Background: an optimization exercise with open tools, aiming at small area, a short achievable clock period and few clock cycles per item. Do not read the settings as production practice. The RTL was checked by simulation tests, not by an equivalence proof against the original design. No driver is modelled on the clock port, so clock power and skew are understated where the tree is cut down; a real chip needs a root buffer or a tree. Power and IR drop assume default switching activity.

==> flow/design.v <==
`default_nettype none
package fbpm_pkg;
    localparam logic [2:0] ACT_PAINT      = 3'd0;
    localparam logic [2:0] ACT_CONSUME    = 3'd1;
    localparam logic [2:0] ACT_RETURN     = 3'd2;
    localparam logic [2:0] ACT_CLEAR_PEND = 3'd3;
    localparam logic [2:0] ACT_RESET_POOL = 3'd4;
endpackage
`default_nettype wire
`default_nettype none
import fbpm_pkg::*;
module fbpm_ctrl
(
    input  wire logic        clk,
    input  wire logic        rst_n,
    input  wire logic        start,
    output logic             busy,
    input  wire logic [34:0] request,
    output logic             v,       
    output logic             pn,      
    output logic             ps,      
    output logic             cs,      
    output logic             rt,      
    output logic             cl,      
    output logic             rp,      
    output logic [1:0]       idx
);
    logic [2:0]  act;
    logic [14:0] w;
    logic [14:0] h;
    logic [14:0] alloc_w;
    logic [14:0] alloc_h;
    logic        alloc_zero;
    logic        size_diff;
    logic        is_paint;
    logic        is_reset;
    assign busy      = 1'b0;
    assign act       = request[34:32];
    assign w         = request[31:17];
    assign h         = request[16:2];
    assign is_paint  = (act == ACT_PAINT);
    assign is_reset  = (act == ACT_RESET_POOL);
    assign size_diff = alloc_zero ? ((w != 15'd0) || (h != 15'd0))
                                  : ((w != alloc_w) || (h != alloc_h));
    always_ff @(posedge clk or negedge rst_n)
    begin
        if (!rst_n)
        begin
            alloc_zero <= 1'b1;
        end
        else if (start)
        begin
            if (is_paint)
                alloc_zero <= 1'b0;
            else if (is_reset)
                alloc_zero <= 1'b1;
        end
    end
    always_ff @(posedge clk)
    begin
        if (start && is_paint)
        begin
            alloc_w <= w;
            alloc_h <= h;
        end
    end
    always_ff @(posedge clk)
    begin
        v   <= start;
        pn  <= start && is_paint && size_diff;
        ps  <= start && is_paint && !size_diff;
        cs  <= start && (act == ACT_CONSUME);
        rt  <= start && (act == ACT_RETURN);
        cl  <= start && (act == ACT_CLEAR_PEND);
        rp  <= start && is_reset;
        idx <= request[1:0];
    end
endmodule
`default_nettype wire
`default_nettype none
module fbpm_datapath
(
    input  wire logic        clk,
    input  wire logic        rst_n,
    input  wire logic        v,
    input  wire logic        pn,
    input  wire logic        ps,
    input  wire logic        cs,
    input  wire logic        rt,
    input  wire logic        cl,
    input  wire logic        rp,
    input  wire logic [1:0]  idx,
    output logic             done,
    output logic [44:0]      result
);
    logic [1:0]  free_stack  [4];
    logic [3:0]  free_v;         
    logic [1:0]  flight_list [4];
    logic [3:0]  flight_v;       
    logic        ready_flag;
    logic [1:0]  ready_slot;
    logic        ready_zero;
    logic [31:0] paint_gen;
    logic [31:0] uploaded_gen;
    logic        gen_gt;
    logic        gens_zero;
    logic [2:0]  free_cnt;
    logic [2:0]  flight_cnt;
    logic        acc_q;
    logic        gen_nz_q;
    logic        repl_q;
    logic        reinit_q;
    logic [1:0]  free_stack_n  [4];
    logic [1:0]  flight_list_n [4];
    logic        ready_flag_n;
    logic [1:0]  ready_slot_n;
    logic        ready_zero_n;
    logic [31:0] paint_gen_n;
    logic [31:0] uploaded_gen_n;
    logic        gen_gt_n;
    logic        gens_zero_n;
    logic [2:0]  free_cnt_n;
    logic [2:0]  flight_cnt_n;
    logic [31:0] paint_gen_inc;
    logic        acc_n;
    logic        gen_nz_n;
    logic        ready_hit;
    logic        idx_hit;
    logic [3:0]  fl_match;
    logic [3:0]  fl_kill;
    logic        grant_pop;
    logic        grant_paint;
    logic        grant_cons;
    logic        push_ready;
    logic        pop_shift;
    logic        ret_push;
    logic        ret_fl;
    logic        append;
    logic        gen_eq;
    assign free_v   = {free_cnt[2],
                       free_cnt[2] || (free_cnt[1] && free_cnt[0]),
                       free_cnt[2] || free_cnt[1],
                       free_cnt != 3'd0};
    assign flight_v = {flight_cnt[2],
                       flight_cnt[2] || (flight_cnt[1] && flight_cnt[0]),
                       flight_cnt[2] || flight_cnt[1],
                       flight_cnt != 3'd0};
    assign gen_eq        = (paint_gen == uploaded_gen);
    assign paint_gen_inc = paint_gen + 32'd1;
    always_comb
    begin
        ready_hit = 1'b0;
        idx_hit   = 1'b0;
        for (int i = 0; i < 4; i++)
        begin
            if ((i > 0) && free_v[i] && (free_stack[i] == ready_slot))
                ready_hit = 1'b1;
            if (free_v[i] && (free_stack[i] == idx))
                idx_hit = 1'b1;
            fl_match[i] = flight_v[i] && (flight_list[i] == idx);
        end
        fl_kill[0] = fl_match[0];
        for (int i = 1; i < 4; i++)
            fl_kill[i] = fl_kill[i-1] || fl_match[i];
    end
    assign grant_pop   = ps && free_v[0];
    assign grant_paint = ps && (free_v[0] || ready_flag);
    assign grant_cons  = cs && ready_flag && gen_gt;
    assign push_ready  = grant_pop && ready_flag && !ready_hit;
    assign pop_shift   = grant_pop && !push_ready;
    assign ret_push    = rt && !idx_hit && !free_v[3];
    assign ret_fl      = rt && fl_kill[3];
    assign append      = grant_cons && !flight_v[3];
    always_comb
    begin
        for (int i = 0; i < 4; i++)
            free_stack_n[i] = free_stack[i];
        free_cnt_n = free_cnt;
        if (pn)
        begin
            free_stack_n[0] = 2'd2;
            free_stack_n[1] = 2'd1;
            free_stack_n[2] = 2'd0;
            free_cnt_n      = 3'd3;
        end
        else if (rp)
        begin
            free_cnt_n = 3'd0;
        end
        else if (push_ready)
        begin
            free_stack_n[0] = ready_slot;
        end
        else if (pop_shift)
        begin
            for (int i = 0; i < 3; i++)
                free_stack_n[i] = free_stack[i+1];
            free_cnt_n = free_cnt - 3'd1;
        end
        else if (ret_push)
        begin
            for (int i = 1; i < 4; i++)
                free_stack_n[i] = free_stack[i-1];
            free_stack_n[0] = idx;
            free_cnt_n = free_cnt + 3'd1;
        end
        for (int i = 0; i < 4; i++)
            flight_list_n[i] = flight_list[i];
        flight_cnt_n = flight_cnt;
        if (pn || rp)
        begin
            flight_cnt_n = 3'd0;
        end
        else if (append)
        begin
            for (int i = 1; i < 4; i++)
                flight_list_n[i] = flight_list[i-1];
            flight_list_n[0] = ready_slot;
            flight_cnt_n = flight_cnt + 3'd1;
        end
        else if (ret_fl)
        begin
            for (int i = 0; i < 3; i++)
                if (fl_kill[i])
                    flight_list_n[i] = flight_list[i+1];
            flight_cnt_n = flight_cnt - 3'd1;
        end
        if (pn || grant_paint)
            ready_flag_n = 1'b1;
        else if (grant_cons || rp)
            ready_flag_n = 1'b0;
        else
            ready_flag_n = ready_flag;
        if (pn)
            ready_slot_n = 2'd3;
        else if (grant_pop)
            ready_slot_n = free_stack[0];
        else
            ready_slot_n = ready_slot;
        if (pn || grant_paint)
            ready_zero_n = 1'b0;
        else if (rt && (idx == ready_slot))
            ready_zero_n = 1'b1;
        else
            ready_zero_n = ready_zero;
        if (pn || (grant_paint && gens_zero))
            paint_gen_n = 32'd1;
        else if (grant_paint)
            paint_gen_n = paint_gen_inc;
        else
            paint_gen_n = paint_gen;
        if (pn || (grant_paint && gens_zero) || (grant_cons && ready_zero))
            uploaded_gen_n = 32'd0;
        else if (cl || grant_cons)
            uploaded_gen_n = paint_gen;
        else
            uploaded_gen_n = uploaded_gen;
        if (rp)
            gens_zero_n = 1'b1;
        else if (pn || grant_paint)
            gens_zero_n = 1'b0;
        else
            gens_zero_n = gens_zero;
        if (pn)
            gen_gt_n = 1'b1;
        else if (cl)
            gen_gt_n = 1'b0;
        else if (grant_cons)
            gen_gt_n = ready_zero;
        else if (grant_paint)
            gen_gt_n = gens_zero ||
                       ((paint_gen != 32'hffff_ffff) && (gen_gt || gen_eq));
        else
            gen_gt_n = gen_gt;
    end
    assign acc_n    = pn || grant_paint || grant_cons;
    assign gen_nz_n = pn || grant_paint || (grant_cons && !ready_zero);
    always_ff @(posedge clk or negedge rst_n)
    begin
        if (!rst_n)
        begin
            free_cnt   <= '0;
            flight_cnt <= '0;
            ready_flag <= 1'b0;
            gens_zero  <= 1'b1;
            done       <= 1'b0;
        end
        else
        begin
            free_cnt   <= free_cnt_n;
            flight_cnt <= flight_cnt_n;
            ready_flag <= ready_flag_n;
            gens_zero  <= gens_zero_n;
            done       <= v;
        end
    end
    always_ff @(posedge clk)
    begin
        for (int i = 0; i < 4; i++)
        begin
            free_stack[i]  <= free_stack_n[i];
            flight_list[i] <= flight_list_n[i];
        end
        ready_slot   <= ready_slot_n;
        ready_zero   <= ready_zero_n;
        paint_gen    <= paint_gen_n;
        uploaded_gen <= uploaded_gen_n;
        gen_gt       <= gen_gt_n;
        acc_q        <= acc_n;
        gen_nz_q     <= gen_nz_n;
        repl_q       <= ps && ready_flag;
        reinit_q     <= pn;
    end
    assign result = {acc_q,
                     ready_slot & {2{acc_q}},
                     paint_gen & {32{gen_nz_q}},
                     repl_q,
                     reinit_q,
                     free_cnt,
                     ready_flag,
                     flight_cnt,
                     ready_flag && gen_gt};
endmodule
`default_nettype wire
`default_nettype none
module frame_buffer_pool_manager_top
(
    input  wire logic        clk,
    input  wire logic        rst_n,
    input  wire logic        start,
    output logic             busy,
    input  wire logic [34:0] request,
    output logic             done,
    output logic [44:0]      result
);
    logic       v;
    logic       pn;
    logic       ps;
    logic       cs;
    logic       rt;
    logic       cl;
    logic       rp;
    logic [1:0] idx;
    fbpm_ctrl u_ctrl (
        .clk     (clk),
        .rst_n   (rst_n),
        .start   (start),
        .busy    (busy),
        .request (request),
        .v       (v),
        .pn      (pn),
        .ps      (ps),
        .cs      (cs),
        .rt      (rt),
        .cl      (cl),
        .rp      (rp),
        .idx     (idx)
    );
    fbpm_datapath u_datapath (
        .clk     (clk),
        .rst_n   (rst_n),
        .v       (v),
        .pn      (pn),
        .ps      (ps),
        .cs      (cs),
        .rt      (rt),
        .cl      (cl),
        .rp      (rp),
        .idx     (idx),
        .done    (done),
        .result  (result)
    );
endmodule
`default_nettype wire
export LEC_CHECK = 0
export CAP_MARGIN = 20
export CORE_MARGIN = 2
export CORE_UTILIZATION = 55
export PLACE_DENSITY = 0.7
export SETUP_SLACK_MARGIN = 3.75
export SLEW_MARGIN = 20
create_clock -name core_clock -period 6.0 [get_ports {clk}]
standard.sh (not shown) runs the stock make flow with config.mk's settings and CLKGATE_MAP_FILE= SYNTH_SCRIPT=/design/flow/synth_recipe.tcl, a recipe that flattens the netlist after the stock synthesis.
==> flow/flow/run.sh <==
#!/bin/bash
# The standard layout (standard.sh), with two changes:
#  - ports are buffered by buf_2 cells;
#  - the clock tree is flow/cts.tcl's: the clock port drives 4 clkbuf_8
#    cells, each driving 3 clkbuf_8 cells, each driving one cluster of
#    flip-flops.
# ORFS writes each step's full log under orfs/logs/; make's output goes to
# standard.log.
export BUFFER_PORTS_ARGS="-buffer_cell sky130_fd_sc_hd__buf_2"
export PRE_CTS_TCL="$PWD/flow/cts.tcl"
export MYCTS_NROOT=4
export MYCTS_NSUB=3
export MYCTS_ROOT=sky130_fd_sc_hd__clkbuf_8
export MYCTS_LEAF=sky130_fd_sc_hd__clkbuf_8
bash standard.sh > standard.log 2>&1
Other scripts of this flow, unchanged in this note and not shown: flow/flow/cts.tcl
Testbench counts at the start, summed over its fixed seeds: cycles 9,616, items 9,600.
Change:
SETUP_SLACK_MARGIN = 3.7   (was 3.75)
Result: First-iteration DRC count went down by a few percent; die area does not change; setup slack improved by 0.021 ns; worst hold slack got worse by 0.013 ns; power went down slightly; global-route usage went down by 0.85 points; wire length went down slightly; sequential share of layout area went up by 0.25 points.
In every run of this note, the design's own scripts or RTL, not TritonCTS, make the clock network.

-- afterwards: timing with drivers on the ports --
The results above use ideal ports. As a check the final layouts listed here were re-extracted and re-timed, cells and wires unchanged. Step 1 sets driving cells, clkbuf_16 on the clock port and buf_2 on the other inputs (assumed; they add their load-dependent delay and slew). Step 2 adds t to the input delays and takes it off the output delays; t is the mean of the earliest and latest rising clock arrival at the registers after step 1. Input paths then give back, and output paths get back, about the clock's delay inside the block. Slacks: ideal ports / drivers / drivers and shift; pairs: ideal ports / drivers.
| run | t (ns) | setup WS [ns] | worst hold slack (ns) | worst data-port slew with drivers (ns) | pins driven straight from the clock port |
|---|---|---|---|---|---|
| the first run | 0.359 | 3.693 / 3.622 / 3.548 | 0.346 / 0.346 / 0.346 | 0.05 | 4 |
| the second run | 0.352 | 3.714 / 3.647 / 3.551 | 0.333 / 0.333 / 0.333 | 0.03 | 4 |
After both steps every run listed still meets setup and hold. The setup slack of the second run, which loses most, moves by -0.067 ns with the drivers and by -0.163 ns with both steps.
